Source: an optimization exercise on an open RTL-to-GDS flow (aim: small area). Production flows keep margins and buffers that such runs may drop.
At most, simulation tests tie the RTL to the original design; equivalence was not proved.
For runs 3 to 5, only the layout was checked, not whether the RTL still works.
Power and IR drop assume default switching activity.

<file path="design/flow/config.mk">
export PLATFORM = sky130hd
export DESIGN_NAME = psum_write_back
export DESIGN_NICKNAME = psum_write_back
export VERILOG_FILES = /design/flow/design.v
export SDC_FILE = /design/flow/constraint.sdc
export NUM_CORES = 4
export LEC_CHECK = 0
export CAP_MARGIN = 20
export CORE_MARGIN = 2
export CORE_UTILIZATION = 45
export SLEW_MARGIN = 20
export SYNTH_HIERARCHICAL = 1
export SYNTH_MINIMUM_KEEP_SIZE = 0
</file>
<file path="design/flow/constraint.sdc">
create_clock -name core_clock -period 7.5 [get_ports {clk}]
set_input_delay 1.5000 -clock core_clock [delete_from_list [all_inputs] [get_ports {clk}]]
set_output_delay 1.5000 -clock core_clock [all_outputs]
set_load 0.01 [all_outputs]
</file>
<file path="design/flow/design.v">
module psum_write_back #(
   parameter int DATA_W   = 25,
   parameter int DEPTH    = 8,
   parameter int ADDR_W   = 3,
   parameter int NUM_ROWS = 5
) (
   input  logic                         clk,
   input  logic                         rst_n,
   input  logic                         start_init,
   input  logic                         p_valid_data,
   input  logic                         p_filter_end,
   input  logic [NUM_ROWS*4*DATA_W-1:0] pe_data,
   output logic [DATA_W-1:0]            out_port0,
   output logic [DATA_W-1:0]            out_port1,
   output logic                         port0_valid,
   output logic                         port1_valid,
   output logic                         start_conv
);
   localparam logic [2:0] S_IDLE = 3'd0, S_INIT = 3'd1, S_ACCUM = 3'd2, S_DRAIN = 3'd3, S_DONE = 3'd4;
   localparam int NB = 2;                        
   logic [2:0]        r_state;
   logic [2:0]        r_cnt;                     
   logic [1:0]        r_phase;
   logic [DATA_W-1:0] r_buf [NUM_ROWS][DEPTH];   
   logic [NB-1:0]     r_bc  [NUM_ROWS];          
   logic run, st_init, st_accum, st_drain, st_done, beat, cnt_last, ph_last, drain_first, shift;
   logic [DATA_W-1:0] w_acc [NUM_ROWS];
   logic [NB-1:0]     w_acc_bc [NUM_ROWS];
   logic [DATA_W-1:0] w_tail [NUM_ROWS];
   logic [NB-1:0]     w_tail_bc [NUM_ROWS];
   logic [DATA_W-1:0] w_fix [NUM_ROWS];
   assign run      = !rst_n && !start_init;
   assign st_init  = (r_state == S_INIT);
   assign st_accum = (r_state == S_ACCUM);
   assign st_drain = (r_state == S_DRAIN);
   assign st_done  = (r_state == S_DONE);
   assign beat     = st_accum && p_valid_data;
   assign cnt_last = (r_cnt == 3'd7);
   assign ph_last  = (r_phase == 2'd2);
   assign drain_first = (r_cnt == 3'd0) && (r_phase == 2'd0);
   assign shift    = run && (st_init || (st_drain && !drain_first) || st_done || beat);
   always_ff @(posedge clk) begin
      if (rst_n) begin
         r_state <= S_IDLE;
         r_cnt   <= '0;
         r_phase <= '0;
      end else if (start_init) begin
         r_state <= S_INIT;
         r_cnt   <= '0;
         r_phase <= '0;
      end else begin
         if (st_init || st_drain || beat) r_cnt <= r_cnt + 3'd1;
         if (st_drain && cnt_last) r_phase <= ph_last ? 2'd0 : r_phase + 2'd1;
         case (r_state)
            S_INIT:  if (cnt_last) r_state <= S_DONE;
            S_DONE:  r_state <= S_ACCUM;
            S_ACCUM: if (beat && p_filter_end && cnt_last) r_state <= S_DRAIN;
            S_DRAIN: if (cnt_last && ph_last) r_state <= S_DONE;
            default: r_state <= r_state;
         endcase
      end
   end
   for (genvar r = 0; r < NUM_ROWS; r++) begin : g_row
      psum_add5 #(.W(DATA_W)) u_add (
         .a(pe_data[(r*4+0)*DATA_W +: DATA_W]), .b(pe_data[(r*4+1)*DATA_W +: DATA_W]),
         .c(pe_data[(r*4+2)*DATA_W +: DATA_W]), .d(pe_data[(r*4+3)*DATA_W +: DATA_W]),
         .e(r_buf[r][0]), .y(w_acc[r]), .bc(w_acc_bc[r]));
      psum_fix #(.W(DATA_W)) u_fix (.x(r_buf[r][DEPTH-1]), .bc(r_bc[r]), .y(w_fix[r]));
   end
   always_comb begin
      for (int r = 0; r < NUM_ROWS; r++) begin
         w_tail_bc[r] = beat ? w_acc_bc[r] : '0;
         if (beat)
            w_tail[r] = w_acc[r];
         else if (st_drain && r + 2 < NUM_ROWS)
            w_tail[r] = r_buf[r+2][0];
         else
            w_tail[r] = '0;
      end
   end
   always_ff @(posedge clk) begin
      if (shift) begin
         for (int r = 0; r < NUM_ROWS; r++) begin
            for (int i = 0; i < DEPTH - 2; i++) r_buf[r][i] <= r_buf[r][i+1];
            r_buf[r][DEPTH-2] <= w_fix[r];
            r_buf[r][DEPTH-1] <= w_tail[r];
            r_bc[r]           <= w_tail_bc[r];
         end
      end
   end
   always_ff @(posedge clk) begin
      port0_valid <= run && st_drain;
      port1_valid <= run && st_drain && !ph_last;
      start_conv  <= run && st_done;
   end
   assign out_port0 = port0_valid ? r_buf[0][0] : '0;
   assign out_port1 = port1_valid ? r_buf[1][0] : '0;
endmodule
module psum_add5 #(parameter int W = 25) (
   input  logic [W-1:0] a, b, c, d, e,
   output logic [W-1:0] y,
   output logic [1:0]   bc
);
   logic [W-1:0] s1, c1, s2, c2, s3, c3;
   logic [W:0]   k;
   psum_csa #(.W(W)) u1 (.a(a),  .b(b),  .c(c), .s(s1), .cy(c1));
   psum_csa #(.W(W)) u2 (.a(s1), .b(c1), .c(d), .s(s2), .cy(c2));
   psum_csa #(.W(W)) u3 (.a(s2), .b(c2), .c(e), .s(s3), .cy(c3));
   always_comb begin
      k[0] = 1'b0;
      for (int i = 0; i < W; i++) begin
         y[i]   = s3[i] ^ c3[i] ^ k[i];
         k[i+1] = (s3[i] & c3[i]) | (s3[i] & k[i]) | (c3[i] & k[i]);
         if (i + 1 == 9 || i + 1 == 17) k[i+1] = 1'b0;
      end
   end
   assign bc = {(s3[16] & c3[16]) | (s3[16] & k[16]) | (c3[16] & k[16]),
                (s3[8]  & c3[8])  | (s3[8]  & k[8])  | (c3[8]  & k[8])};
endmodule
module psum_fix #(parameter int W = 25) (
   input  logic [W-1:0] x,
   input  logic [1:0]   bc,
   output logic [W-1:0] y
);
   logic [W:0] k;
   always_comb begin
      k = '0;
      for (int i = 0; i < W; i++) begin
         if (i == 9 || i == 17) begin
            y[i]   = x[i] ^ k[i] ^ bc[(i - 9) / 8];
            k[i+1] = (x[i] & k[i]) | (x[i] & bc[(i - 9) / 8]) | (k[i] & bc[(i - 9) / 8]);
         end else begin
            y[i]   = x[i] ^ k[i];
            k[i+1] = x[i] & k[i];
         end
      end
   end
endmodule
module psum_csa #(parameter int W = 25) (
   input  logic [W-1:0] a, b, c,
   output logic [W-1:0] s, cy
);
   logic [W-1:0] m;
   assign s  = a ^ b ^ c;
   assign m  = (a & b) | (a & c) | (b & c);
   assign cy = {m[W-2:0], 1'b0};
endmodule
</file>
<file path="design/flow/flow/run.sh">
#!/bin/bash
# Standard ORFS layout (the standard.sh, unchanged synthesis) with two changes:
#  - ports are buffered with the smallest buffer, sky130_fd_sc_hd__buf_1;
#  - CTS uses small clock buffers in small clusters and no dummy loads.
set -euo pipefail
bash standard.sh \
  "BUFFER_PORTS_ARGS=-buffer_cell sky130_fd_sc_hd__buf_1" \
  "CTS_ARGS=-sink_clustering_enable -repair_clock_nets -buf_list sky130_fd_sc_hd__clkbuf_4 -dont_use_dummy_load -sink_clustering_size 12 -sink_clustering_max_diameter 40" \
  finish > flow_make.log 2>&1
</file>
<file path="design/flow/standard.sh">
#!/bin/bash
# synth_recipe.tcl (not shown) runs the flow's synth.tcl, then flattens the netlist and writes it again
# the make line also repeats each setting of config.mk as NAME=value (left out here)
make -C /OpenROAD-flow-scripts/flow DESIGN_CONFIG=/design/flow/config.mk WORK_HOME=/design/flow/orfs CLKGATE_MAP_FILE= SYNTH_SCRIPT=/design/flow/synth_recipe.tcl "${@:-finish}"
</file>
==> flow_summary.ini, run 1 <==
[power]
seqPwrFrac_pct = 55.3
power.static_leakage_nw = 16.40
vdd.ir_drop.worst_mv = 0.1274
p_sw_share_pct = 27.29
p_comb_share_pct = 23.3
pwr-share-clk_pct = 21.4
total_power_mw = 11.57
p_sw_mw = 3.157
p_int_mw = 8.411
p_per_area_nw_per_um2 = 238.3

[die]
core_um2 = 96990
start_util_pct = 45.50
io_pins = 558
die_h_um = 317.2
num_rows = 114
dieWidth_um = 317.2
die_area_um2 = 100600

[timing]
fmax_mhz = 171.8
setup_violations = 0
finClkSkew_ns = 0.09889
post-route-period-util_pct = 77.60
grt_setup_unrepaired = false
hold-worst-slack_ns = 0.3092
fin_crit_ns = 5.820
tns_ns = 0
hold_viol = 0
slew_viol_final = 0
tightestPinTransition_ns = 1.076
relSlewSlack_pct = 28.27

[finish]
instances_no_fill = 3922
layout.nets = 3702
layout-drive-gt1-share_pct = 6.219
syn2layout_area_growth_pct = 9.988

[clock_tree]
cts_tree = built
clk_pin_slew_ns = 0.11
ctsHoldBuffers = 0
cts_buffers = 135
clock-sinks = 1021
clock_latency_ns = 0.99
cts_resized = 0
post_cts_buffers = 0
htreeDepth = 4
cts_buffer_depth = 3
ctsRootBufferMaster = clkbuf_4

[worst_setup_path]
slowest_delay_ns = 0.53
path_class = primary input to register
worstPathRequired_ns = 8.31
worst_path_most_repeated_cell = fa_1
critPathSlowestCell = fa_1
crit_buf_inv = 3
end_kind = register
critPathLaunchType = primary input
worstPathCellList = buf_1 > fa_1 > fa_1 > fa_1 > fa_1 > fa_1 > fa_1 > fa_1 > fa_1 > fa_1 > fa_1 > inv_1 > fa_1 > inv_1 > a22o_1
crit_family = adder cells
path_max_fanout = 1
worstPathArrival_ns = 6.63

[global_routing]
grtUsageTotal_pct = 15.61
overflow = 0
groute.layer.met1.usage_pct = 22.51
met2_usage_pct = 23.96
grt.busiest_layer = met2
grt_pass1_vias = 21080
grt_pass1_wl_mm = 117.0
grt_max_degree = 172
use_met3_pct = 3.267
antenna_found_initial = 3

[run]
maxCapViolations = 0

[synthesis]
ys_seq_area_share_pct = 69.22
synth_ff_type = edfxtp_1
synth_warnings = 20
yosys.cell_types.count = 34
synth_nets = 3075
netlist_area_um2 = 44130
synth_edf_count = 1010
post_synth.cell_area_avg_um2 = 21.93
postSynthRegisterBits = 1021
syn_inst = 2012
ys_async_sr_fraction_pct = 0

[place]
dp_hpwl_mm = 55.16
gp_congestion = 0.8173
place_inst = 3778
port-buffer-count = 557

[route]
vias_per_cell = 4.892
vias = 19190
drt-initial-drc-count = 1513
first_pass_iters = 4
routed_wl_mm = 76.50
drc = 0
wl_per_cell_um = 19.51
ant_nets = 0

[worst_hold_path]
timing.hold.worst.class = register to register

[run_status]
status = complete, no violations
flip-flops by register name, indices dropped and copies added (netlist names):
signal	count
r_buf	1000
r_bc	10
r_cnt	3
r_state	3
r_phase	2
port0_valid	1
port1_valid	1
start_conv	1
worst paths after layout:
| kind | startpoint | to | slack (ns) | cells past startpoint |
|---|---|---|---|---|
| hold reg to reg | r_buf[11][6] | r_buf[10][6] | 0.31 | 0 |
| setup / recovery | pe_data[201] | r_buf[23][8] | 1.68 | 15 |
| hold / removal | r_buf[11][6] | r_buf[10][6] | 0.31 | 0 |
| setup reg to reg | r_buf[16][1] | r_buf[23][8] | 2.87 | 12 |
synthesized netlist by cell type (2+ instances only):
library cell | n | area [µm²]
o21ai_0 | 2 | 10.01
nor2_1 | 6 | 22.52
xor2_1 | 5 | 43.79
buf_4 | 60 | 450.4
a21oi_1 | 7 | 35.03
fa_1 | 470 | 9409
and2_1 | 111 | 694.4
dfxtp_1 | 11 | 220.2
nand2_1 | 6 | 22.52
nand2b_1 | 2 | 12.51
xor3_1 | 20 | 475.5
a22o_1 | 75 | 656.9
nand4b_1 | 2 | 17.52
buf_6 | 3 | 33.78
ha_1 | 88 | 1101
inv_1 | 79 | 296.5
clkbuf_1 | 5 | 18.77
buf_2 | 21 | 105.1
conb_1 | 15 | 56.30
edfxtp_1 | 1010 | 30330
area by class of cell:
type	instances	area, µm²
sequential	1021	30550
timing repair buffer	579	2369
clock buffer	135	1013
inverter	79	296.5
tap	1276	1597
multi-input combinational	823	12690
fill	8004	48450
antenna	9	22.52
cell families after synthesis:
logic type / share of synthesized area [%]
other cells: 0.1276
flops: 69.22
fa+ha+maj: 23.82
buf+inv: 2.050
compound gates: 1.687
simple gates: 1.900
xor+xnor: 1.196
layout by cell type, fill, tap and decap left out, types with 2 or more instances in the layout:
master,synthesis,layout
buf_12,0,9
nor2_1,6,5
xor2_1,5,5
nor2_4,1,2
clkbuf_4,0,135
buf_4,60,13
o21ai_0,2,2
edfxtp_1,1010,1010
fa_1,470,470
nand2b_1,2,2
xor3_1,20,20
nand4b_1,2,2
a21oi_1,7,7
buf_1,0,557
dfxtp_1,11,10
and2_1,111,111
ha_1,88,88
conb_1,15,15
diode_2,0,9
inv_1,79,79
nand2_1,6,6
a22o_1,75,75
layer usage:
layer | wire length [µm] | vias up
li1 | - | 8480
met4 | 1809 | 0
met3 | 3991 | 135
met2 | 36340 | 535
met1 | 34360 | 10040
met5 | 0 | -
stage by stage:
stage	instance area [µm²]	utilization (%)	setup slack [ns]
floorplan	44150	-	-9.684
global placement	47460	48.93	0.6311
detailed placement	47500	48.97	0.5993
CTS	48520	50.02	1.822
global route	48530	50.04	1.661
finish	48540	50.04	1.680
power by group through the flow:
stage	logic [mW]	clock network, mW	registers, mW
after global placement	2.73	0	6.52
after detailed placement	2.73	0	6.53
after global routing	3.08	2.87	6.41
final	2.69	2.48	6.40
after floorplan	1.63	0	6.59
after CTS	2.79	2.66	6.40
==> inputs of run 2 (changes only) <==
==> design/flow/run.sh (new file) <==
#!/bin/bash
# synth_recipe.tcl (not shown) runs the flow's synth.tcl, then flattens the netlist and writes it again
# the make line also repeats each setting of config.mk as NAME=value (left out here)
make -C /OpenROAD-flow-scripts/flow DESIGN_CONFIG=/design/flow/config.mk WORK_HOME=/design/flow/orfs CLKGATE_MAP_FILE= SYNTH_SCRIPT=/design/flow/synth_recipe.tcl finish
removed: design/flow/flow/run.sh
removed: design/flow/standard.sh
==> run 2 against run 1 <==
  * Still clean
  * Critical path depth stayed put
  * Synthesized cell count stayed put
  * Utilization is 5.7 points higher
  * Hold slack better by 0.10 ns
  * Global-route usage is 0.45 points higher
  * Register-to-register slack better by 0.06 ns
  * Worst setup slack worse by 0.67 ns
  * Fmax is 10% lower
  * First-iteration DRC count is 16% lower
  * Sequential power hardly changed
  * Sequential cell count stayed put
  * Sequential share of layout area is 6.4 points lower
  * Largest cell class unchanged
==> flow_summary.ini, run 2 <==
[run_status]
status = complete, no violations

[route]
routed_wl_mm = 79.41
vias_per_cell = 4.821
wl_per_cell_um = 20.09
drc = 0
vias = 19060
first_pass_iters = 7
ant_nets = 0
drt-initial-drc-count = 1269

[die]
core_um2 = 96990
num_rows = 114
die_area_um2 = 100600
start_util_pct = 45.50
dieWidth_um = 317.2
io_pins = 558
die_h_um = 317.2

[synthesis]
synth_compound_area_share_pct = 1.687
ys_seq_area_share_pct = 69.22
synth.area.mux_share_pct = 0
synth_nets = 3075
synth_area_leaders = edfxtp_1 (69%), fa_1 (21%), ha_1 (2.5%)
netlist_top_cells_count = edfxtp_1 (1,010), fa_1 (470), and2_1 (111), ha_1 (88), inv_1 (79)
yosys.cell_count.top_type = edfxtp_1
synth_ff_type = edfxtp_1
synth_edf_count = 1010
postSynthRegisterBits = 1021
yosys.cell_types.count = 34
synth_top_area_cell = edfxtp_1
syn_inst = 2012
netlist_area_um2 = 44130
ys_async_sr_fraction_pct = 0
synth_top_area_share_pct = 68.73
post_synth.cell_area_avg_um2 = 21.93
synth-simple-area-share_pct = 1.900
synth_warnings = 20
synth_top_family_by_area = adder cells
synth-xor-area-share_pct = 1.196
synthAdderAreaFrac_pct = 23.82

[timing]
slew_viol_final = 0
post-route-period-util_pct = 86.50
fmax_mhz = 154.1
grt_setup_unrepaired = false
tns_ns = 0
finClkSkew_ns = 0.01936
hold-worst-slack_ns = 0.4129
fin_crit_ns = 6.488
setup_violations = 0
tightestPinTransition_ns = 1.051
relSlewSlack_pct = 29.92
hold_viol = 0

[global_routing]
grt_pass1_wl_mm = 120.1
grt_max_degree = 184
antenna_found_initial = 3
overflow = 0
grt_pass1_vias = 21060
grtUsageTotal_pct = 16.06

[worst_setup_path]
worstPathRequired_ns = 8.02
worstPathArrival_ns = 7.01
path_max_fanout = 1
reg2reg_slack_ns = 2.93
path_class = primary input to register
end_kind = register
critPathLaunchType = primary input

[finish]
largest_register_ff_count = 1000
utilization_pct = 55.76
instances_no_fill = 3953
final_area_um2 = 54080
reg.largest.list = r_buf (1000), r_bc (10)
layout.nets = 3659
largest_register = r_buf
layout-drive-gt1-share_pct = 6.054
layout_common_cells = edfxtp_1 (1,010), clkdlybuf4s50_1 (557), fa_1 (470), and2_1 (111), clkbuf_16 (104)
layout_commonest_cell = edfxtp_1
syn2layout_area_growth_pct = 22.54

[clock_tree]
cts_buffers = 101
cts_buffer_depth = 3
clk_pin_slew_ns = 0.06
cts_tree = built
post_cts_buffers = 0
ctsRootBufferMaster = clkbuf_16
ctsHoldBuffers = 0
clock_latency_ns = 0.66
clock-sinks = 1021
htreeDepth = 3
cts_resized = 0

[run]
maxCapViolations = 0

[place]
gp_congestion = 0.7844
port-buffer-count = 557
place_inst = 3769
placed_cell_area_um2 = 50900
dp_hpwl_mm = 56.90

[power]
p_per_area_nw_per_um2 = 261.3
vdd.ir_drop.worst_mv = 0.1619
power.static_leakage_nw = 18.76

[worst_hold_path]
timing.hold.worst.class = register to register
## run 2: critical path: stages
cell and delay (ns):
clkdlybuf4s50_1 0.43, fa_1 0.55, fa_1 0.54, fa_1 0.53, fa_1 0.46, fa_1 0.39
fa_1 0.40, fa_1 0.40, fa_1 0.39, fa_1 0.39, fa_1 0.37, inv_1 0.07
fa_1 0.41, inv_1 0.07, a22o_1 0.12
## run 2: layer usage
layer	global-route usage, %	up-vias	routed length, µm
li1	-	8436	-
met1	22.92	10050	35520
met2	25.48	455	38300
met3	3.176	115	3798
met4	4.439	2	1768
met5	0	-	11
## run 2: kinds of logic after synthesis
family,after synthesis
DFF,1021
buffers and inverters,168
AOI/OAI and AO/OA,89
and+or+nand+nor,135
adders and majority gates,558
xor gates and xnor gates,26
other,15
## run 2: worst paths after layout
path,start,endpoint,cells past startpoint
setup reg to reg,r_buf[32][1],r_buf[39][8],12
hold / removal,r_buf[20][17],r_buf[19][17],0
setup / recovery,pe_data[1],r_buf[7][8],15
hold reg to reg,r_buf[20][17],r_buf[19][17],0
## run 2: area by class of cell
cell class | count | area (µm²)
Fill cell | 7449 | 42910
Sequential cell | 1021 | 30550
Multi-Input combinational cell | 823 | 12690
Timing Repair Buffer | 570 | 5761
Clock buffer | 132 | 2718
Tap cell | 1276 | 1597
Clock inverter | 51 | 462.9
Inverter | 79 | 296.5
Antenna cell | 1 | 2.502
## run 2: metrics by stage
stage               power (mW)  setup WS [ns]
floorplan                8.221         -9.684
global route             14.93         0.8432
CTS                      14.40          1.000
finish                   14.13          1.012
global placement         9.485         0.3254
detailed placement       9.468         0.2289
## run 2: report_power, final
part / switching, mW / internal, mW
logic: 1.49 / 1.42
clock network: 2.03 / 2.79
registers: 0.0412 / 6.36
total: 3.56 / 10.6
==> inputs of run 3 (changes only) <==
--- a/design/flow/design.v
+++ b/design/flow/design.v
@@ -18,5 +18,5 @@
 );
    localparam logic [2:0] S_IDLE = 3'd0, S_INIT = 3'd1, S_ACCUM = 3'd2, S_DRAIN = 3'd3, S_DONE = 3'd4;
-   localparam int NB = 2;                        
+   localparam int NB = 3;                        
    logic [2:0]        r_state;
    logic [2:0]        r_cnt;                     
@@ -24,5 +24,5 @@
    logic [DATA_W-1:0] r_buf [NUM_ROWS][DEPTH];   
    logic [NB-1:0]     r_bc  [NUM_ROWS];          
-   logic run, st_init, st_accum, st_drain, st_done, beat, cnt_last, ph_last, drain_first, shift;
+   logic run, st_init, st_accum, st_drain, st_done, beat, cnt_last, ph_last, shift;
    logic [DATA_W-1:0] w_acc [NUM_ROWS];
    logic [NB-1:0]     w_acc_bc [NUM_ROWS];
@@ -38,6 +38,5 @@
    assign cnt_last = (r_cnt == 3'd7);
    assign ph_last  = (r_phase == 2'd2);
-   assign drain_first = (r_cnt == 3'd0) && (r_phase == 2'd0);
-   assign shift    = run && (st_init || (st_drain && !drain_first) || st_done || beat);
+   assign shift    = run && (st_init || st_drain || beat);
    always_ff @(posedge clk) begin
       if (rst_n) begin
@@ -93,12 +92,12 @@
       port1_valid <= run && st_drain && !ph_last;
       start_conv  <= run && st_done;
+      out_port0   <= (run && st_drain) ? r_buf[0][0] : '0;
+      out_port1   <= (run && st_drain) ? r_buf[1][0] : '0;
    end
-   assign out_port0 = port0_valid ? r_buf[0][0] : '0;
-   assign out_port1 = port1_valid ? r_buf[1][0] : '0;
 endmodule
 module psum_add5 #(parameter int W = 25) (
    input  logic [W-1:0] a, b, c, d, e,
    output logic [W-1:0] y,
-   output logic [1:0]   bc
+   output logic [2:0]   bc
 );
    logic [W-1:0] s1, c1, s2, c2, s3, c3;
@@ -112,13 +111,14 @@
          y[i]   = s3[i] ^ c3[i] ^ k[i];
          k[i+1] = (s3[i] & c3[i]) | (s3[i] & k[i]) | (c3[i] & k[i]);
-         if (i + 1 == 9 || i + 1 == 17) k[i+1] = 1'b0;
+         if (i + 1 == 7 || i + 1 == 13 || i + 1 == 19) k[i+1] = 1'b0;
       end
    end
-   assign bc = {(s3[16] & c3[16]) | (s3[16] & k[16]) | (c3[16] & k[16]),
-                (s3[8]  & c3[8])  | (s3[8]  & k[8])  | (c3[8]  & k[8])};
+   assign bc = {(s3[18] & c3[18]) | (s3[18] & k[18]) | (c3[18] & k[18]),
+                (s3[12] & c3[12]) | (s3[12] & k[12]) | (c3[12] & k[12]),
+                (s3[6]  & c3[6])  | (s3[6]  & k[6])  | (c3[6]  & k[6])};
 endmodule
 module psum_fix #(parameter int W = 25) (
    input  logic [W-1:0] x,
-   input  logic [1:0]   bc,
+   input  logic [2:0]   bc,
    output logic [W-1:0] y
 );
@@ -127,7 +127,7 @@
       k = '0;
       for (int i = 0; i < W; i++) begin
-         if (i == 9 || i == 17) begin
-            y[i]   = x[i] ^ k[i] ^ bc[(i - 9) / 8];
-            k[i+1] = (x[i] & k[i]) | (x[i] & bc[(i - 9) / 8]) | (k[i] & bc[(i - 9) / 8]);
+         if (i == 7 || i == 13 || i == 19) begin
+            y[i]   = x[i] ^ k[i] ^ bc[(i - 7) / 6];
+            k[i+1] = (x[i] & k[i]) | (x[i] & bc[(i - 7) / 6]) | (k[i] & bc[(i - 7) / 6]);
          end else begin
             y[i]   = x[i] ^ k[i];
--- a/design/flow/config.mk
+++ b/design/flow/config.mk
@@ -9,4 +9,5 @@
 export CORE_MARGIN = 2
 export CORE_UTILIZATION = 45
+export CTS_BUF_LIST = sky130_fd_sc_hd__clkbuf_4
 export SLEW_MARGIN = 20
 export SYNTH_HIERARCHICAL = 1
==> run 3 against run 2 <==
  * Still clean on timing, DRC and antenna
  * Design area is 3.5% higher
  * Die area is 2.8% higher
  * Register-to-register slack gained 0.10 ns
  * Fmax increased by 23%
  * Sequential share of layout area is 0.14 points higher
  * Cell count increased by 11%
  * Non-clock buffer count rose by 6
  * Largest cell class unchanged
  * Highest routed layer is now met4
==> flow_summary.ini, run 3 <==
[timing]
slew_viol_final = 0
grt_setup_unrepaired = false
finClkSkew_ns = 0.06836
relSlewSlack_pct = 27.18
tightestPinTransition_ns = 1.089
fmax_mhz = 189.3
fin_ws_ns = 2.216
fin_crit_ns = 5.284
post-route-period-util_pct = 70.45
tns_ns = 0
hold_viol = 0
setup_violations = 0

[synthesis]
netlist_top_cells_count = edfxtp_1 (1,015), fa_1 (470), inv_1 (102), ha_1 (97), a22o_1 (75)
syn_inst = 2097
synth_ff_type = edfxtp_1
post_synth.cell_area_avg_um2 = 21.65
ys_seq_area_share_pct = 69.84
synth_top_area_cell = edfxtp_1
synth_edf_count = 1015
synth_area_leaders = edfxtp_1 (67%), fa_1 (21%), dfxtp_1 (2.7%)
synth_top_area_share_pct = 67.15
yosys.cell_count.top_type = edfxtp_1
synth_warnings = 20
synth_nets = 3169
netlist_area_um2 = 45390
ys_async_sr_fraction_pct = 0
yosys.cell_types.count = 31
postSynthRegisterBits = 1076

[worst_setup_path]
path_max_fanout = 1
worstPathRequired_ns = 8.43
end_kind = register
worstPathArrival_ns = 6.21
critPathSlowestCell = fa_1
slowest_delay_ns = 0.54
crit_family = adder cells
worst_path_most_repeated_cell = fa_1
reg2reg_slack_ns = 3.03
path_class = primary input to register
crit_buf_inv = 3
critPathLaunchType = primary input
worstPathCellList = clkdlybuf4s50_1 > fa_1 > fa_1 > fa_1 > fa_1 > fa_1 > fa_1 > fa_1 > fa_1 > inv_1 > fa_1 > inv_1 > a22o_1

[finish]
instances_no_fill = 4385
layout-drive-gt1-share_pct = 15.52
layout_commonest_cell = edfxtp_1
utilization_pct = 55.98
largest_register = r_buf
syn2layout_area_growth_pct = 23.32
layout.nets = 3963
fill_cells = 7758
reg.largest.list = r_buf (1000), out_port0 (25), out_port1 (25)
layout_common_cells = edfxtp_1 (1,015), clkdlybuf4s50_1 (557), fa_1 (470), clkbuf_4 (442), inv_1 (102)
largest_register_ff_count = 1000

[route]
drc = 0
vias_per_cell = 4.766
routed_wl_mm = 84.37
ant_nets = 0
drt-initial-drc-count = 1223
wl_per_cell_um = 19.24
first_pass_iters = 4
vias = 20900

[global_routing]
grtUsageTotal_pct = 16.90
grt_pass1_vias = 24030
use_met3_pct = 4.433
groute.layer.met1.usage_pct = 22.83
grt_pass1_wl_mm = 132.1
met2_usage_pct = 26.48
grt.busiest_layer = met2
antenna_found_initial = 4
grt_max_degree = 141
overflow = 0

[die]
dieWidth_um = 321.6
num_rows = 116
start_util_pct = 45.39
die_h_um = 321.6
core_um2 = 100000
die_area_um2 = 103400
io_pins = 558

[power]
seqPwrFrac_pct = 45.8
p_sw_share_pct = 25.88
p_comb_share_pct = 19.6
p_int_mw = 10.81
vdd.ir_drop.worst_mv = 0.1127
p_sw_mw = 3.774
power.static_leakage_nw = 20.41
pwr-share-clk_pct = 34.6
total_power_mw = 14.58
p_per_area_nw_per_um2 = 260.5

[worst_hold_path]
timing.hold.worst.class = register to register

[clock_tree]
ctsHoldBuffers = 0
ctsRootBufferMaster = clkbuf_4
post_cts_buffers = 0
clock-sinks = 1076
cts_tree = built
cts_buffer_depth = 4
htreeDepth = 5
cts_resized = 0
cts_buffers = 302
clock_latency_ns = 1.09
clk_pin_slew_ns = 0.07

[place]
dp_hpwl_mm = 58.38
gp_congestion = 0.8190
dp_slack_ns = 1.022
place_inst = 3885
port-buffer-count = 557

[run]
maxCapViolations = 0

[run_status]
status = complete, no violations
[run 3: cell families after synthesis]
family	after synthesis	share of synthesized area [%]
DFF	1076	69.84
adders and majority gates	567	23.40
buffers and inverters	188	2.018
and+or+nand+nor	137	1.847
AOI/OAI and AO/OA	88	1.610
xor gates and xnor gates	26	1.163
other	15	0.1240
[run 3: final cells by class]
cell class | instances | area (µm²) | share of cell area [%]
clock buffers | 442 | 3318 | 5.928
diodes | 8 | 20.02 | 0.03576
repair buffers | 576 | 5856 | 10.46
multi-input cells | 833 | 12810 | 22.88
flip-flops and latches | 1076 | 31700 | 56.63
well taps | 1298 | 1624 | 2.901
inverters | 102 | 382.9 | 0.6840
clock inverters | 50 | 269.0 | 0.4806
[run 3: worst register-to-register path: cells and delay by family (launching register included)]
family     cells  cell delay [ns]
fa+ha+maj     17             3.66
flops          1             0.40
xor+xnor       1             0.16
[run 3: power groups by stage]
| stage | clock network, mW | registers (mW) | logic [mW] |
|---|---|---|---|
| 2_1_floorplan | 0 | 6.92 | 1.61 |
| 3_3_place_gp | 0 | 6.81 | 2.91 |
| 3_5_place_dp | 0 | 6.81 | 2.90 |
| 4_1_cts | 5.28 | 6.68 | 2.96 |
| 5_1_grt | 5.58 | 6.69 | 3.29 |
| 6_report | 5.04 | 6.68 | 2.86 |
[run 3: worst paths after layout]
check / endpoint / from / cells after the start
max reg2reg: r_buf[14][24] / r_bc[1][0] / 18
min reg2reg: r_buf[28][0] / r_buf[29][0] / 0
max: r_buf[23][6] / pe_data[201] / 13
min: r_buf[28][0] / r_buf[29][0] / 0
[run 3: metrics by stage]
stage / hold WS, ns / area [µm²]
2_1_floorplan: 0.4003 / 45420
3_3_place_gp: 0.4003 / 52370
3_5_place_dp: 0.4045 / 52370
4_1_cts: 0.3701 / 55960
5_1_grt: 0.3778 / 55980
6_report: 0.3707 / 55980
[run 3: per-layer routing]
layer | wire (µm) | share of wire [%] | up-vias
met2 | 41200 | 49 | 594
li1 | - | - | 9346
met3 | 4735 | 5.6 | 131
met1 | 36780 | 44 | 10830
met4 | 1656 | 2.0 | 0
met5 | 0 | 0 | -
==> inputs of run 4 (changes only) <==
--- a/design/flow/config.mk
+++ b/design/flow/config.mk
@@ -9,5 +9,6 @@
 export CORE_MARGIN = 2
 export CORE_UTILIZATION = 45
-export CTS_BUF_LIST = sky130_fd_sc_hd__clkbuf_4
+export CTS_BUF_LIST = sky130_fd_sc_hd__clkbuf_8
+export CTS_CLUSTER_SIZE = 30
 export SLEW_MARGIN = 20
 export SYNTH_HIERARCHICAL = 1
==> run 4 against run 3 <==
  * Utilization is 0.35 points lower
  * Fmax fell by 4.6%
  * Count of clock-buffer cells in the layout fell by 257
  * First-iteration DRC count grew 6.8%
  * Register-to-register slack about the same
  * Combinational power about the same
  * Wire length decreased by 0.82%
  * Synthesized cell count unchanged
  * Critical path type unchanged
  * Critical endpoint unchanged
  * Largest power group unchanged
==> flow_summary.ini, run 4 <==
[global_routing]
antenna_found_initial = 3
grt_pass1_wl_mm = 130.1
overflow = 0
grt_pass1_vias = 22980
grt_max_degree = 141
grtUsageTotal_pct = 16.69

[power]
p_int_mw = 10.45
pwr-share-clk_pct = 33.0
seqPwrFrac_pct = 46.9
p_sw_mw = 3.815
p_comb_share_pct = 20.1
p_sw_share_pct = 26.75
p_per_area_nw_per_um2 = 256.4
power.static_leakage_nw = 20.11
vdd.ir_drop.worst_mv = 0.1263

[synthesis]
synth_edf_count = 1015
syn_inst = 2097
post_synth.cell_area_avg_um2 = 21.65
netlist_top_cells_count = edfxtp_1 (1,015), fa_1 (470), inv_1 (102), ha_1 (97), a22o_1 (75)
synth_top_area_share_pct = 67.15
synth_compound_area_share_pct = 1.610
synth.area.mux_share_pct = 0
yosys.cell_types.count = 31
synth_ff_type = edfxtp_1
ys_async_sr_fraction_pct = 0
synth_area_leaders = edfxtp_1 (67%), fa_1 (21%), dfxtp_1 (2.7%)
synth_top_area_cell = edfxtp_1
ys_seq_area_share_pct = 69.84
postSynthRegisterBits = 1076
synth_top_family_by_area = adder cells
yosys.cell_count.top_type = edfxtp_1
synthAdderAreaFrac_pct = 23.40
synth-xor-area-share_pct = 1.163
synth_warnings = 20
synth-simple-area-share_pct = 1.847
synth_nets = 3169
netlist_area_um2 = 45390

[place]
port-buffer-count = 557
dp_hpwl_mm = 58.38
dp_slack_ns = 1.022
gp_congestion = 0.8190

[worst_setup_path]
worstPathCellList = clkdlybuf4s50_1 > fa_1 > fa_1 > fa_1 > fa_1 > fa_1 > fa_1 > fa_1 > fa_1 > inv_1 > fa_1 > inv_1 > a22o_1
critPathLaunchType = primary input
critPathSlowestCell = fa_1
slowest_delay_ns = 0.54
worst_path_most_repeated_cell = fa_1
worstPathRequired_ns = 8.16
worstPathArrival_ns = 6.20
path_max_fanout = 1
path_class = primary input to register
reg2reg_slack_ns = 3.03
end_kind = register

[die]
die_area_um2 = 103400
core_um2 = 100000
io_pins = 558
start_util_pct = 45.39
num_rows = 116
die_h_um = 321.6
dieWidth_um = 321.6

[finish]
layout.nets = 3836
utilization_pct = 55.63
layout-drive-gt1-share_pct = 8.172
reg.largest.list = r_buf (1000), out_port0 (25), out_port1 (25)
largest_register = r_buf
fill_cells = 7635
largest_register_ff_count = 1000
layout_common_cells = edfxtp_1 (1,015), clkdlybuf4s50_1 (557), fa_1 (470), clkbuf_8 (185), inv_1 (163)
layout_commonest_cell = edfxtp_1
syn2layout_area_growth_pct = 22.56

[worst_hold_path]
timing.hold.worst.class = register to register

[timing]
tns_ns = 0
grt_setup_unrepaired = false
hold_viol = 0
tightestPinTransition_ns = 1.081
fmax_mhz = 180.6
setup_violations = 0
slew_viol_final = 0
fin_ws_ns = 1.963
finClkSkew_ns = 0.03533
post-route-period-util_pct = 73.82
fin_crit_ns = 5.537
relSlewSlack_pct = 27.70

[route]
first_pass_iters = 4
wl_per_cell_um = 19.92
drc = 0
vias = 20230
vias_per_cell = 4.816
drt-initial-drc-count = 1306
routed_wl_mm = 83.67
ant_nets = 0

[clock_tree]
clock-sinks = 1076
cts_tree = built
ctsRootBufferMaster = clkbuf_8
clk_pin_slew_ns = 0.06
ctsHoldBuffers = 0
cts_buffers = 175
htreeDepth = 4
cts_buffer_depth = 3
clock_latency_ns = 0.83
cts_resized = 0
post_cts_buffers = 0

[run]
maxCapViolations = 0

[run_status]
status = complete, no violations
[run 4: changes by cell type in the layout (fill, tap and decap cells not counted), sizes merged]
cell,previous run,this run
diode,8,2
clkbuf,442,185
clkinvlp,0,2
inv,108,173
clkinv,41,52
[run 4: per-stage QoR]
stage | area (µm²) | hold WS [ns] | instances | power (mW)
2_1_floorplan | 45420 | 0.4003 | 2097 | 8.533
3_3_place_gp | 52370 | 0.4003 | 3885 | 9.721
3_5_place_dp | 52370 | 0.4045 | 3885 | 9.714
6_report | 55630 | 0.3913 | 4200 | 14.26
4_1_cts | 55630 | 0.3799 | 4198 | 14.55
5_1_grt | 55630 | 0.3740 | 4200 | 15.14
[run 4: critical path, delay by kind of cell]
family,cells,cell delay (ns)
compound gates,1,0.13
buf+inv,3,0.59
fa+ha+maj,9,3.98
[run 4: final cells by class]
cell class / count / area, µm² / area share [%]
antenna: 2 / 5.005 / 0.008996
clock buffer: 185 / 2546 / 4.577
clock inverter: 128 / 709.4 / 1.275
timing repair buffer: 576 / 5856 / 10.53
inverter: 102 / 382.9 / 0.6882
tap: 1298 / 1624 / 2.919
multi-input combinational: 833 / 12810 / 23.02
sequential: 1076 / 31700 / 56.98
[run 4: per-layer routing]
| layer | wire, µm | GRT usage [%] | share of wire (%) | vias up |
|---|---|---|---|---|
| met5 | 0 | 0 | 0 | - |
| met3 | 4737 | 4.030 | 5.7 | 120 |
| met2 | 40550 | 26.32 | 48 | 595 |
| met1 | 36720 | 22.99 | 44 | 10580 |
| li1 | - | - | - | 8932 |
| met4 | 1668 | 5.535 | 2.0 | 0 |
[run 4: path summary, 6_finish.rpt]
path                start            end  depth (start not counted)
max          pe_data[201]   r_buf[23][6]                         13
min          r_buf[21][8]   r_buf[20][8]                          0
max reg2reg    r_bc[1][0]  r_buf[14][24]                         18
min reg2reg  r_buf[21][8]   r_buf[20][8]                          0
[run 4: cells by family after synthesis]
group	count (synthesis)
xor+xnor	26
buf+inv	188
fa+ha+maj	567
other cells	15
flops	1076
simple gates	137
compound gates	88
[run 4: power by group through the flow]
stage	clock [mW]	combinational [mW]	sequential, mW
2_1_floorplan	0	1.61	6.92
3_3_place_gp	0	2.91	6.81
3_5_place_dp	0	2.90	6.81
4_1_cts	4.90	2.96	6.69
5_1_grt	5.15	3.29	6.69
6_report	4.71	2.87	6.69
==> inputs of run 5 (changes only) <==
==> design/flow/design.v (replaced) <==
module psum_write_back #(
   parameter int DATA_W   = 25,
   parameter int DEPTH    = 8,
   parameter int ADDR_W   = 3,
   parameter int NUM_ROWS = 5
) (
   input  logic                         clk,
   input  logic                         rst_n,
   input  logic                         start_init,
   input  logic                         p_valid_data,
   input  logic                         p_filter_end,
   input  logic [NUM_ROWS*4*DATA_W-1:0] pe_data,
   output logic [DATA_W-1:0]            out_port0,
   output logic [DATA_W-1:0]            out_port1,
   output logic                         port0_valid,
   output logic                         port1_valid,
   output logic                         start_conv
);
   localparam logic [2:0] S_IDLE = 3'd0, S_INIT = 3'd1, S_ACCUM = 3'd2, S_DRAIN = 3'd3, S_DONE = 3'd4;
   logic [2:0]        r_state;
   logic [2:0]        r_cnt;      
   logic [1:0]        r_phase;
   logic [DATA_W-1:0] r_buf [NUM_ROWS][DEPTH];    
   logic run, st_init, st_accum, st_drain, st_done, beat, cnt_last, ph_last, shift;
   logic [DATA_W-1:0] w_acc [NUM_ROWS];
   logic [DATA_W-1:0] w_tail [NUM_ROWS];
   logic [DATA_W-1:0] s1, c1, d, s2, c2, e, s3, c3;
   assign run      = !rst_n && !start_init;
   assign st_init  = (r_state == S_INIT);
   assign st_accum = (r_state == S_ACCUM);
   assign st_drain = (r_state == S_DRAIN);
   assign st_done  = (r_state == S_DONE);
   assign beat     = st_accum && p_valid_data;
   assign cnt_last = (r_cnt == 3'd7);
   assign ph_last  = (r_phase == 2'd2);
   assign shift    = run && (st_init || st_drain || beat);
   always_ff @(posedge clk) begin
      if (rst_n) begin
         r_state <= S_IDLE;
         r_cnt   <= '0;
         r_phase <= '0;
      end else if (start_init) begin
         r_state <= S_INIT;
         r_cnt   <= '0;
         r_phase <= '0;
      end else begin
         if (st_init || st_drain || beat) r_cnt <= r_cnt + 3'd1;
         if (st_drain && cnt_last) r_phase <= ph_last ? 2'd0 : r_phase + 2'd1;
         case (r_state)
            S_INIT:  if (cnt_last) r_state <= S_DONE;
            S_DONE:  r_state <= S_ACCUM;
            S_ACCUM: if (beat && p_filter_end && cnt_last) r_state <= S_DRAIN;
            S_DRAIN: if (cnt_last && ph_last) r_state <= S_DONE;
            default: r_state <= r_state;
         endcase
      end
   end
   always_comb begin
      for (int r = 0; r < NUM_ROWS; r++) begin
         s1 = pe_data[(r*4+0)*DATA_W +: DATA_W] ^ pe_data[(r*4+1)*DATA_W +: DATA_W] ^ pe_data[(r*4+2)*DATA_W +: DATA_W];
         c1 = ((pe_data[(r*4+0)*DATA_W +: DATA_W] & pe_data[(r*4+1)*DATA_W +: DATA_W]) |
               (pe_data[(r*4+0)*DATA_W +: DATA_W] & pe_data[(r*4+2)*DATA_W +: DATA_W]) |
               (pe_data[(r*4+1)*DATA_W +: DATA_W] & pe_data[(r*4+2)*DATA_W +: DATA_W])) << 1;
         d  = pe_data[(r*4+3)*DATA_W +: DATA_W];
         s2 = s1 ^ c1 ^ d;
         c2 = ((s1 & c1) | (s1 & d) | (c1 & d)) << 1;
         e  = r_buf[r][0];
         s3 = s2 ^ c2 ^ e;
         c3 = ((s2 & c2) | (s2 & e) | (c2 & e)) << 1;
         w_acc[r] = s3 + c3;
         if (beat)
            w_tail[r] = w_acc[r];
         else if (st_drain && r + 2 < NUM_ROWS)
            w_tail[r] = r_buf[r+2][0];
         else
            w_tail[r] = '0;
      end
   end
   always_ff @(posedge clk) begin
      if (shift) begin
         for (int r = 0; r < NUM_ROWS; r++) begin
            for (int i = 0; i < DEPTH - 1; i++) r_buf[r][i] <= r_buf[r][i+1];
            r_buf[r][DEPTH-1] <= w_tail[r];
         end
      end
   end
   always_ff @(posedge clk) begin
      port0_valid <= run && st_drain;
      port1_valid <= run && st_drain && !ph_last;
      start_conv  <= run && st_done;
      out_port0   <= (run && st_drain) ? r_buf[0][0] : '0;
      out_port1   <= (run && st_drain) ? r_buf[1][0] : '0;
   end
endmodule
--- a/design/flow/config.mk
+++ b/design/flow/config.mk
@@ -9,7 +9,3 @@
 export CORE_MARGIN = 2
 export CORE_UTILIZATION = 45
-export CTS_BUF_LIST = sky130_fd_sc_hd__clkbuf_8
-export CTS_CLUSTER_SIZE = 30
 export SLEW_MARGIN = 20
-export SYNTH_HIERARCHICAL = 1
-export SYNTH_MINIMUM_KEEP_SIZE = 0
==> run 5 against run 4 <==
  * Hold slack improved by 0.013 ns
  * Cell count increased by 21%
  * Still clean
  * Critical endpoint is now r_buf[7][23]
  * Sequential cell count decreased by 15
  * Global-route usage increased by 0.48 points
  * Wire length increased by 8.9%
  * Sequential power decreased by 1%
  * Largest power group unchanged
==> flow_summary.ini, run 5 <==
[finish]
syn2layout_area_growth_pct = 23.10
layout.nets = 4591
largest_register_ff_count = 1000
reg.largest.list = r_buf (1000), out_port0 (25), out_port1 (25)
layout-drive-gt1-share_pct = 5.336
largest_register = r_buf
utilization_pct = 56.06
layout_common_cells = edfxtp_1 (1,000), clkdlybuf4s50_1 (557), inv_1 (539), fa_1 (355), ha_1 (127)
layout_commonest_cell = edfxtp_1

[worst_setup_path]
end_kind = register
worst_path_most_repeated_cell = fa_1
crit_buf_inv = 1
critPathSlowestCell = fa_1
worstPathArrival_ns = 6.26
critPathLaunchType = primary input
path_max_fanout = 3
path_class = primary input to register
slowest_delay_ns = 0.59
worstPathCellList = clkdlybuf4s50_1 > fa_1 > fa_1 > fa_1 > ha_1 > fa_1 > a21o_1 > a221oi_2 > a21oi_2 > a221o_2 > a221oi_4 > o21ai_2 > a311oi_2 > xor2_1 > o21ai_1
crit_family = adder cells
worstPathRequired_ns = 7.90

[route]
routed_wl_mm = 91.12
ant_nets = 0
wl_per_cell_um = 17.95
first_pass_iters = 5
drc = 0
vias = 24310
vias_per_cell = 4.791
drt-initial-drc-count = 1650

[timing]
tightestPinTransition_ns = 1.113
fmax_mhz = 170.6
fin_ws_ns = 1.638
hold_viol = 0
post-route-period-util_pct = 78.16
finClkSkew_ns = 0.01756
slew_viol_final = 0
grt_setup_unrepaired = false
hold-worst-slack_ns = 0.4042
relSlewSlack_pct = 25.77
tns_ns = 0
setup_violations = 0
fin_crit_ns = 5.862

[clock_tree]
clock-sinks = 1061
ctsRootBufferMaster = clkbuf_16
post_cts_buffers = 0
clock_latency_ns = 0.68
cts_tree = built
cts_buffer_depth = 3
cts_resized = 0
ctsHoldBuffers = 0
clk_pin_slew_ns = 0.06
htreeDepth = 3
cts_buffers = 108

[power]
p_comb_share_pct = 28.5
total_power_mw = 16.61
vdd.ir_drop.worst_mv = 0.1869
p_sw_mw = 4.945
power.static_leakage_nw = 22.07
seqPwrFrac_pct = 39.7
pwr-share-clk_pct = 31.8
p_sw_share_pct = 29.77
p_int_mw = 11.67
p_per_area_nw_per_um2 = 285.5

[die]
core_um2 = 103800
die_area_um2 = 107700
io_pins = 558
die_h_um = 328.1
num_rows = 118
start_util_pct = 45.54
dieWidth_um = 328.1

[global_routing]
grt.busiest_layer = met2
antenna_found_initial = 5
use_met3_pct = 2.941
grt_pass1_vias = 26310
grtUsageTotal_pct = 17.17
grt_max_degree = 172
met2_usage_pct = 26.83
overflow = 0
groute.layer.met1.usage_pct = 24.98
grt_pass1_wl_mm = 143.1

[synthesis]
synth_warnings = 4
ys_async_sr_fraction_pct = 0
yosys.cell_types.count = 67
netlist_area_um2 = 47270
postSynthRegisterBits = 1061
synth_top_area_share_pct = 63.53
ys_seq_area_share_pct = 66.11
syn_inst = 2955
synth_edf_count = 1000
post_synth.cell_area_avg_um2 = 16.00
synth_area_leaders = edfxtp_1 (64%), fa_1 (15%), inv_1 (4.3%)
synth_nets = 3942
netlist_top_cells_count = edfxtp_1 (1,000), inv_1 (539), fa_1 (355), ha_1 (127), nand2_1 (101)
synth_ff_type = edfxtp_1
yosys.cell_count.top_type = edfxtp_1
synth_top_area_cell = edfxtp_1

[run]
maxCapViolations = 0

[run_status]
status = complete, no violations

[place]
gp_congestion = 0.8720
port-buffer-count = 557
dp_hpwl_mm = 66.78
dp_slack_ns = 0.9646

[worst_hold_path]
timing.hold.worst.class = register to register
-- run 5: logic make-up after synthesis --
logic type	synth area share, %
multiplexers	0.08471
adder cells (fa/ha/maj)	18.40
AO/OA/AOI/OAI	4.683
flip-flops	66.11
buffers and inverters	4.558
AND/OR/NAND/NOR	3.759
XOR/XNOR	2.409
-- run 5: final timing paths --
kind / from / depth (start not counted) / to / slack, ns
setup / recovery: pe_data[1] / 15 / r_buf[7][23] / 1.64
hold / removal: r_buf[38][2] / 0 / r_buf[37][2] / 0.40
setup reg to reg: r_buf[32][1] / 12 / r_buf[39][23] / 3.38
hold reg to reg: r_buf[38][2] / 0 / r_buf[37][2] / 0.40
-- run 5: stage by stage --
| step | std cells | area [µm²] |
|---|---|---|
| CTS | 5072 | 58180 |
| finish | 5075 | 58190 |
| global placement | 4874 | 54670 |
| floorplan | 2955 | 47300 |
| global route | 5074 | 58190 |
| detailed placement | 4874 | 54670 |
-- run 5: layout make-up --
class	instances	area [µm²]
clock buffers	130	2785
diodes	3	7.507
inverters	539	2023
fillers	8243	45600
well taps	1380	1727
multi-input cells	1320	13890
flip-flops and latches	1061	31250
repair buffers	574	5778
clock inverters	68	725.7
-- run 5: worst reg2reg max path, cell delays in order, from the launching register on --
cell and delay [ns]:
edfxtp_1 0.45, fa_1 0.51, ha_1 0.26, fa_1 0.47
a21o_1 0.23, a2111oi_2 0.42, o31a_1 0.33, nor3_1 0.08
a211oi_1 0.31, a31oi_1 0.18, o41ai_1 0.37, xor2_1 0.18
nor2_1 0.05
-- run 5: metal layers --
metal | wire length [µm] | vias up | part of all wire [%]
met2 | 42540 | 665 | 47
li1 | - | 11440 | -
met4 | 2155 | 2 | 2.4
met3 | 4494 | 144 | 4.9
met5 | 11 | - | 0.012
met1 | 41920 | 12070 | 46
-- run 5: power groups by stage --
| stage | sequential [mW] | combinational [mW] | clock (mW) |
|---|---|---|---|
| floorplan | 6.78 | 3.19 | 0 |
| global placement | 6.72 | 4.63 | 0 |
| detailed placement | 6.72 | 4.69 | 0 |
| CTS | 6.60 | 4.76 | 5.44 |
| global route | 6.61 | 5.30 | 5.68 |
| finish | 6.60 | 4.73 | 5.28 |

[re-timing with driven ports]
How much do the figures lean on ideal ports? The routed layouts below were timed once more, with nothing changed but the port constraints.
Step 1 (the two cells are an assumption about what drives the block):
set clk [get_ports {clk}]
set_driving_cell -lib_cell sky130_fd_sc_hd__clkbuf_16 $clk
set_driving_cell -lib_cell sky130_fd_sc_hd__buf_2 [delete_from_list [all_inputs] $clk]
Step 2 adds t to the input delays and takes it off the output delays; t is the mean of the earliest and latest rising clock arrival at the registers after step 1. Input paths then give back, and output paths get back, about the clock's delay inside the block.
a / b / c = ideal / step 1 / step 2; a / b = the first two.
run	t, ns	setup slack, ns	worst setup path after step 2
run 1	1.020	1.680 / 1.719 / 0.699	input to register
run 2	0.715	1.012 / 1.052 / 0.337	input to register
run 3	1.120	2.216 / 2.255 / 1.135	input to register
run 4	0.873	1.963 / 2.000 / 1.127	input to register
run 5	0.730	1.638 / 1.664 / 0.934	input to register
After both steps setup and hold are still met in every run listed. For run 3, which loses most, drivers alone change the setup slack by +0.039 ns; drivers and shift together by -1.081 ns.
